Source: an optimization exercise on an open RTL-to-GDS flow (aim: small area, a short achievable clock period and few clock cycles per item). Production flows keep margins and buffers that such runs may drop.
Only simulation tests tie the RTL to the original design; equivalence was not proved.

[config.mk]
export PLATFORM = sky130hd
export DESIGN_NAME = disk_chs_lba_translate
export DESIGN_NICKNAME = disk_chs_lba_translate
export VERILOG_FILES = /design/flow/design.v
export SDC_FILE = /design/flow/constraint.sdc
export NUM_CORES = 4
export LEC_CHECK = 0
export CAP_MARGIN = 20
export CORE_MARGIN = 2
export CORE_UTILIZATION = 40
export SLEW_MARGIN = 20
[constraint.sdc]
create_clock -name core_clock -period 9.0 [get_ports {clk_i}]
set_input_delay 1.8000 -clock core_clock [delete_from_list [all_inputs] [get_ports {clk_i}]]
set_output_delay 1.8000 -clock core_clock [all_outputs]
set_load 0.01 [all_outputs]
[design.v]
module disk_chs_lba_translate (
  input  logic        clk_i,
  input  logic        rst_ni,
  input  logic        in_valid_i,
  output logic        in_ready_o,
  input  logic        in_func_i,        
  input  logic [15:0] in_cylinder_i,
  input  logic [7:0]  in_head_i,
  input  logic [7:0]  in_sector_i,
  input  logic [31:0] in_block_i,
  input  logic        in_wide_i,
  output logic        out_valid_o,
  input  logic        out_ready_i,
  output logic [31:0] out_block_o,
  output logic [15:0] out_cylinder_o,
  output logic [7:0]  out_head_o,
  output logic [7:0]  out_sector_o,
  output logic        out_addr_valid_o,
  input  logic        cfg_valid_i,
  output logic        cfg_ready_o,
  input  logic [7:0]  cfg_index_i,
  input  logic [15:0] cfg_value_i
);
  localparam int unsigned CYL_W         = 16;
  localparam int unsigned HEAD_W        = 8;
  localparam int unsigned SEC_W         = 8;
  localparam int unsigned BLOCK_W       = 32;
  localparam int unsigned CYL_CNT_W     = 12;
  localparam int unsigned DIV_STEP_BITS = 4;
  localparam int unsigned DIV_STAGES    = BLOCK_W / DIV_STEP_BITS;
  localparam int unsigned LAST_PIPE = 2 * DIV_STAGES;
  localparam int unsigned OUT_STAGE = LAST_PIPE + 1;
  function automatic logic [BLOCK_W+SEC_W-1:0] div_step(input logic [BLOCK_W-1:0] quo_in,
                                                       input logic [SEC_W-1:0]   rem_in,
                                                       input logic [SEC_W-1:0]   dvsr);
    logic [BLOCK_W-1:0] q;
    logic [SEC_W-1:0]   r;
    logic [SEC_W:0]     trial;
    q = quo_in;
    r = rem_in;
    for (int i = 0; i < DIV_STEP_BITS; i++) begin
      trial = {r, q[BLOCK_W-1]};
      q     = {q[BLOCK_W-2:0], 1'b0};
      if (trial >= {1'b0, dvsr}) begin
        trial = trial - {1'b0, dvsr};
        q[0]  = 1'b1;
      end
      r = trial[SEC_W-1:0];
    end
    div_step = {q, r};
  endfunction
  logic [CYL_CNT_W-1:0] cyl_cnt_q;
  logic [HEAD_W-1:0]    head_cnt_q;
  logic [SEC_W-1:0]     sec_narrow_q;
  logic [SEC_W-1:0]     sec_wide_q;
  assign cfg_ready_o = 1'b1;
  always_ff @(posedge clk_i or negedge rst_ni) begin
    if (!rst_ni) begin
      cyl_cnt_q    <= CYL_CNT_W'(815);
      head_cnt_q   <= HEAD_W'(19);
      sec_narrow_q <= SEC_W'(22);
      sec_wide_q   <= SEC_W'(20);
    end else if (cfg_valid_i) begin
      case (cfg_index_i)
        8'd0: cyl_cnt_q    <= cfg_value_i[CYL_CNT_W-1:0];
        8'd1: head_cnt_q   <= cfg_value_i[HEAD_W-1:0];
        8'd2: sec_narrow_q <= cfg_value_i[SEC_W-1:0];
        8'd3: sec_wide_q   <= cfg_value_i[SEC_W-1:0];
        default: ;
      endcase
    end
  end
  logic [OUT_STAGE:0] valid_q;
  logic [OUT_STAGE:0] adv;
  always_comb begin
    adv[OUT_STAGE] = ~valid_q[OUT_STAGE] | out_ready_i;
    for (int k = OUT_STAGE - 1; k >= 0; k--) begin
      adv[k] = ~valid_q[k] | adv[k+1];
    end
  end
  assign in_ready_o = adv[0];
  always_ff @(posedge clk_i or negedge rst_ni) begin
    if (!rst_ni) begin
      valid_q <= '0;
    end else begin
      if (adv[0]) begin
        valid_q[0] <= in_valid_i;
      end
      for (int k = 1; k <= OUT_STAGE; k++) begin
        if (adv[k]) begin
          valid_q[k] <= valid_q[k-1];
        end
      end
    end
  end
  logic [LAST_PIPE:0]              func_d,   func_q;
  logic [LAST_PIPE:0]              fwd_ok_d, fwd_ok_q;
  logic [LAST_PIPE:0][CYL_W-1:0]   cyl_d,    cyl_q;
  logic [LAST_PIPE:0][HEAD_W-1:0]  head_d,   head_q;
  logic [LAST_PIPE:0][SEC_W-1:0]   sec_d,    sec_q;
  logic [LAST_PIPE:0][SEC_W-1:0]   spt_d,    spt_q;
  logic [LAST_PIPE:0][BLOCK_W-1:0] quo_d,    quo_q;
  logic [LAST_PIPE:0][SEC_W-1:0]   rem_d,    rem_q;
  logic [LAST_PIPE:0][BLOCK_W-1:0] prod_d,   prod_q;
  logic [LAST_PIPE:0][BLOCK_W+SEC_W-1:0] dv;
  logic [CYL_W+HEAD_W-1:0] cyl_x_head;
  logic [BLOCK_W:0]        trk_x_sec;
  logic [SEC_W-1:0]        spt_sel;
  assign spt_sel    = in_wide_i ? sec_wide_q : sec_narrow_q;
  assign cyl_x_head = cyl_q[0] * head_cnt_q;
  assign trk_x_sec  = ({1'b0, prod_q[1]} + (BLOCK_W+1)'(head_q[1]))
                    * (BLOCK_W+1)'(spt_q[1]);
  always_comb begin
    dv[0]       = '0;
    func_d[0]   = in_func_i;
    cyl_d[0]    = in_cylinder_i;
    head_d[0]   = in_head_i;
    sec_d[0]    = in_sector_i;
    spt_d[0]    = spt_sel;
    fwd_ok_d[0] = (in_cylinder_i < {{(CYL_W-CYL_CNT_W){1'b0}}, cyl_cnt_q})
                && (in_head_i < head_cnt_q)
                && (in_sector_i < spt_sel);
    quo_d[0]    = in_block_i;
    rem_d[0]    = '0;
    prod_d[0]   = '0;
    for (int k = 1; k <= LAST_PIPE; k++) begin
      if (k <= DIV_STAGES)
        dv[k] = div_step(quo_q[k-1], rem_q[k-1], spt_q[k-1]);
      else if (k == DIV_STAGES + 1)
        dv[k] = div_step(quo_q[k-1], '0, head_cnt_q);
      else
        dv[k] = div_step(quo_q[k-1], rem_q[k-1], head_cnt_q);
      func_d[k]   = func_q[k-1];
      fwd_ok_d[k] = fwd_ok_q[k-1];
      cyl_d[k]    = cyl_q[k-1];
      head_d[k]   = head_q[k-1];
      spt_d[k]    = spt_q[k-1];
      prod_d[k]   = prod_q[k-1];
      quo_d[k]    = dv[k][SEC_W +: BLOCK_W];
      rem_d[k]    = dv[k][SEC_W-1:0];
      sec_d[k]    = (k == DIV_STAGES + 1) ? rem_q[k-1] : sec_q[k-1];
      if (k == 1)
        prod_d[k] = {{(BLOCK_W-CYL_W-HEAD_W){1'b0}}, cyl_x_head};
      else if (k == 2)
        prod_d[k] = trk_x_sec[BLOCK_W-1:0];
      else if (k == 3)
        prod_d[k] = prod_q[k-1] + BLOCK_W'(sec_q[k-1]);
    end
  end
  always_ff @(posedge clk_i) begin
    for (int k = 0; k <= LAST_PIPE; k++) begin
      if (adv[k]) begin
        func_q[k]   <= func_d[k];
        fwd_ok_q[k] <= fwd_ok_d[k];
        cyl_q[k]    <= cyl_d[k];
        head_q[k]   <= head_d[k];
        sec_q[k]    <= sec_d[k];
        spt_q[k]    <= spt_d[k];
        quo_q[k]    <= quo_d[k];
        rem_q[k]    <= rem_d[k];
        prod_q[k]   <= prod_d[k];
      end
    end
  end
  logic        rev_ok;
  logic [31:0] blk_d;
  logic [15:0] cyl_o_d;
  logic [7:0]  head_o_d;
  logic [7:0]  sec_o_d;
  logic        ok_d;
  assign rev_ok = (spt_q[LAST_PIPE] != '0) && (head_cnt_q != '0)
               && (quo_q[LAST_PIPE] < {{(BLOCK_W-CYL_CNT_W){1'b0}}, cyl_cnt_q});
  always_comb begin
    blk_d    = '0;
    cyl_o_d  = '0;
    head_o_d = '0;
    sec_o_d  = '0;
    if (func_q[LAST_PIPE] == 1'b0) begin
      blk_d = fwd_ok_q[LAST_PIPE] ? prod_q[LAST_PIPE] : '1;
      ok_d  = fwd_ok_q[LAST_PIPE];
    end else begin
      cyl_o_d  = rev_ok ? quo_q[LAST_PIPE][CYL_W-1:0] : '1;
      head_o_d = rev_ok ? rem_q[LAST_PIPE] : '1;
      sec_o_d  = rev_ok ? sec_q[LAST_PIPE] : '1;
      ok_d     = rev_ok;
    end
  end
  always_ff @(posedge clk_i) begin
    if (adv[OUT_STAGE]) begin
      out_block_o      <= blk_d;
      out_cylinder_o   <= cyl_o_d;
      out_head_o       <= head_o_d;
      out_sector_o     <= sec_o_d;
      out_addr_valid_o <= ok_d;
    end
  end
  assign out_valid_o = valid_q[OUT_STAGE];
endmodule
[run.sh]
#!/bin/bash
# synth_recipe.tcl (not shown) runs the flow's synth.tcl, then flattens the netlist and writes it again
# the make line also repeats each setting of config.mk as NAME=value (left out here)
make -C /OpenROAD-flow-scripts/flow DESIGN_CONFIG=/design/flow/config.mk WORK_HOME=/design/flow/orfs CLKGATE_MAP_FILE= SYNTH_SCRIPT=/design/flow/synth_recipe.tcl finish
==> impl_metrics.json <==
{
  "crit_path_max_incr_delay_ns": 0.53,
  "vias": 52300,
  "portBuffers": 157,
  "ys_ff_latch": 1585,
  "synth_area_leaders": "edfxtp_1 (53%), ha_1 (9.4%), fa_1 (6.6%)",
  "r2r-start": "head_cnt_q[4]",
  "die_h_um": 468,
  "multi_input_area_um2": 36900,
  "setup_slack_ns": 0.481,
  "cts_buffer_depth": 3,
  "yosysWarnings": 1,
  "drc": 0,
  "hold_end": "head_d[18]",
  "relSlewSlack_pct": 30.0,
  "end_kind": "flop",
  "synth_area_leader_cell": "edfxtp_1",
  "crit_arrival_ns": 9.08,
  "cp.required_ns": 9.56,
  "finalInstanceArea_um2": 99400,
  "netlist_area_um2": 86000,
  "clk_transition_reported_paths_ns": 0.06,
  "start_util_pct": 40.2,
  "ctsHoldBuffers": 0,
  "worst_pin_slew_ns": 1.05,
  "antenna_found_initial": 9,
  "cts.htree.levels": 4,
  "critPathKind": "flop to flop",
  "final_util_pct": 46.4,
  "routed_wl_um": 186000,
  "fmax_ghz": 0.117,
  "clk_latency_ns": 0.82,
  "timing.rr.end": "rem_q[135]",
  "yosysSeqAreaShare_pct": 55.0,
  "drt_iter0_markers": 3247,
  "final_common_cell": "edfxtp_1",
  "ys_types": 92,
  "cap_violations": 0,
  "drive_gt1_share_pct": 12.8,
  "gr-usage-all-layers_pct": 17.0,
  "cts_root_buffer": "clkbuf_16",
  "area_growth_syn_to_layout_pct": 15.5,
  "hold_viol_final": 0,
  "pre_cts_ws_ns": 0.165,
  "die-area_um2": 219000,
  "num_rows": 170,
  "cts.sinks": 1585,
  "crit_slowest_cell": "dfstp_2",
  "drv_slew": 0,
  "dp_hpwl_um": 139000,
  "hold_path_depth": 0,
  "synth_edf_count": 1531,
  "synth_fp_nets": 7786,
  "critPathMaxFanout": 12,
  "cts_tree": "built",
  "dieWidth_um": 468,
  "core_area_um2": 214000,
  "seq_area_um2": 47300,
  "place_area_um2": 93200,
  "grt_pass1_wl_um": 294000,
  "nNetsFinal": 8261,
  "final_cell_mix": "edfxtp_1 (1,531), ha_1 (631), inv_1 (618)",
  "syn-mean-instance-area_um2": 12.7,
  "overflow": 0,
  "ant_nets": 0,
  "hp-class": "flop to flop",
  "setup_viol": 0,
  "synthCells": 6759,
  "rrSetupSlack_ns": 0.48,
  "firstDrtPassIters": 5,
  "start_kind": "flop",
  "min_from": "head_d[10]",
  "numCtsBuffers": 166,
  "grt_max_degree": 82,
  "synth_ff_type": "edfxtp_1",
  "synthArstFlopShare_pct": 3.41,
  "grt_pass1_vias": 53300,
  "avgViaCountPerCell": 5.12,
  "finalClockSkew_ns": 0.0596,
  "fin_crit_ns": 8.52,
  "min_period_over_period_pct": 94.7,
  "fillers": 18900,
  "whs_ns": 0.377,
  "boundaryPins": 163,
  "outcome": "finished clean",
  "gp_congestion": 0.880,
  "wl_per_cell_um": 18.2,
  "synth_top_area_share_pct": 53.4,
  "reg2reg_depth": 39,
  "crit_top_cell": "o21ai_1"
}
[state kept, by name (all words and copies together), names as in the netlist]
signal            cells
out_sector_o          8
cyl_q                16
valid_q              18
rem_q               128
out_block_o          32
func_q               17
out_head_o            8
spt_q               136
sec_wide_q            8
sec_q                88
cyl_cnt_q            12
fwd_ok_q             17
out_addr_valid_o      1
quo_q               544
sec_narrow_q          8
head_d               16
out_cylinder_o       16
prod_q              504
head_cnt_q            8
[worst max-delay path by stage]
stage | start | to
after detailed placement | spt_q[50] | rem_q[58]
after global routing | head_cnt_q[4] | rem_q[127]
after floorplan | head_cnt_q[1] | rem_q[105]
after global placement | head_cnt_q[1] | rem_q[106]
after CTS | head_cnt_q[5] | rem_q[99]
final | head_cnt_q[4] | rem_q[135]
[critical path, delay by kind of cell (launching register included)]
kind	cells	cell delay (ns)
adders and majority gates	4	1.21
buffers and inverters	5	0.77
AOI/OAI and AO/OA	19	3.68
and+or+nand+nor	9	1.40
muxes	2	0.68
DFF	1	0.53
[repair_timing]
| item | in CTS | in global routing |
|---|---|---|
| setup endpoints to repair | 0 | 140 |
| buffers inserted | 0 | 38 |
| gates resized for setup | 0 | 79 |
[through the flow]
step | cells | TNS, ns
floorplan | 6759 | -2.94
global placement | 9865 | 0
global route | 10200 | -0.309
detailed placement | 9865 | 0
CTS | 10200 | 0
finish | 10200 | 0
[cells by family after synthesis]
group,share of synthesized area [%]
xor gates and xnor gates,4.00
muxes,3.90
buffers and inverters,3.24
AOI/OAI and AO/OA,8.29
and+or+nand+nor,9.47
adders and majority gates,16.0
other,0.00436
DFF,55.0
[synthesized netlist by cell type, types with 11 or more instances]
library cell,instances
o31a_1,18
a21boi_0,24
nand4_1,75
nor4_1,25
nand2b_1,92
o31ai_1,39
or2_2,33
nand3_1,100
mux2i_1,88
nand2_1,515
a21o_1,98
xnor2_1,249
o21ai_0,290
fa_1,285
nor3_1,107
xor2_1,144
a211o_1,11
clkbuf_1,88
nor2b_1,125
edfxtp_1,1531
mux2_2,216
o21a_1,72
o211ai_1,23
and3_1,28
and2_1,166
nor2_1,313
a21oi_1,381
dfstp_2,15
inv_1,638
or3_1,29
ha_1,647
a221o_1,14
a211oi_1,12
dfrtp_1,39
o21bai_1,43
[final cells by class]
cell class / instances / area share (%)
antenna: 1 / 0.00252
clock buffer: 217 / 4.51
clock inverter: 85 / 1.09
inverter: 642 / 2.45
multi-input combinational: 4435 / 37.2
sequential: 1585 / 47.6
tap: 2838 / 3.57
timing repair buffer: 404 / 3.57
[routing by layer]
metal / track usage, % / routed length (um) / vias to the layer above / share of wire (%)
li1: - / - / 25400 / -
met1: 22.9 / 85100 / 25700 / 46
met2: 28.5 / 89000 / 934 / 48
met3: 2.47 / 6910 / 284 / 3.7
met4: 4.85 / 4620 / 8 / 2.5
met5: 0 / 46 / - / 0.025
Testbench counts, summed over its fixed seeds: cycles 12,144, items 12,000.

[static timing again, ports no longer ideal]
The flow's constraints put no driver on any port. The routed layout listed below was extracted and timed again, unchanged, in two steps.
Step 1 assumes that a clkbuf_16 drives the clock port and a buf_2 every other input.
Step 2 also shifts input and output timing later by t, the mid clock arrival at the registers, as if the neighbouring blocks saw the same clock.
Three values: no drivers, after step 1, after step 2; two values: the first two.
shift t [ns]: 0.871
setup WS [ns]: 0.481 / 0.481 / 0.481
hold slack, ns: 0.377 / 0.377 / 0.377
worst setup path after step 2: register to register
pins driven straight from the clock port: 1
After both steps this run still meets setup and hold. The setup slack of this run moves by 0.000 ns with the drivers and by 0.000 ns with both steps.
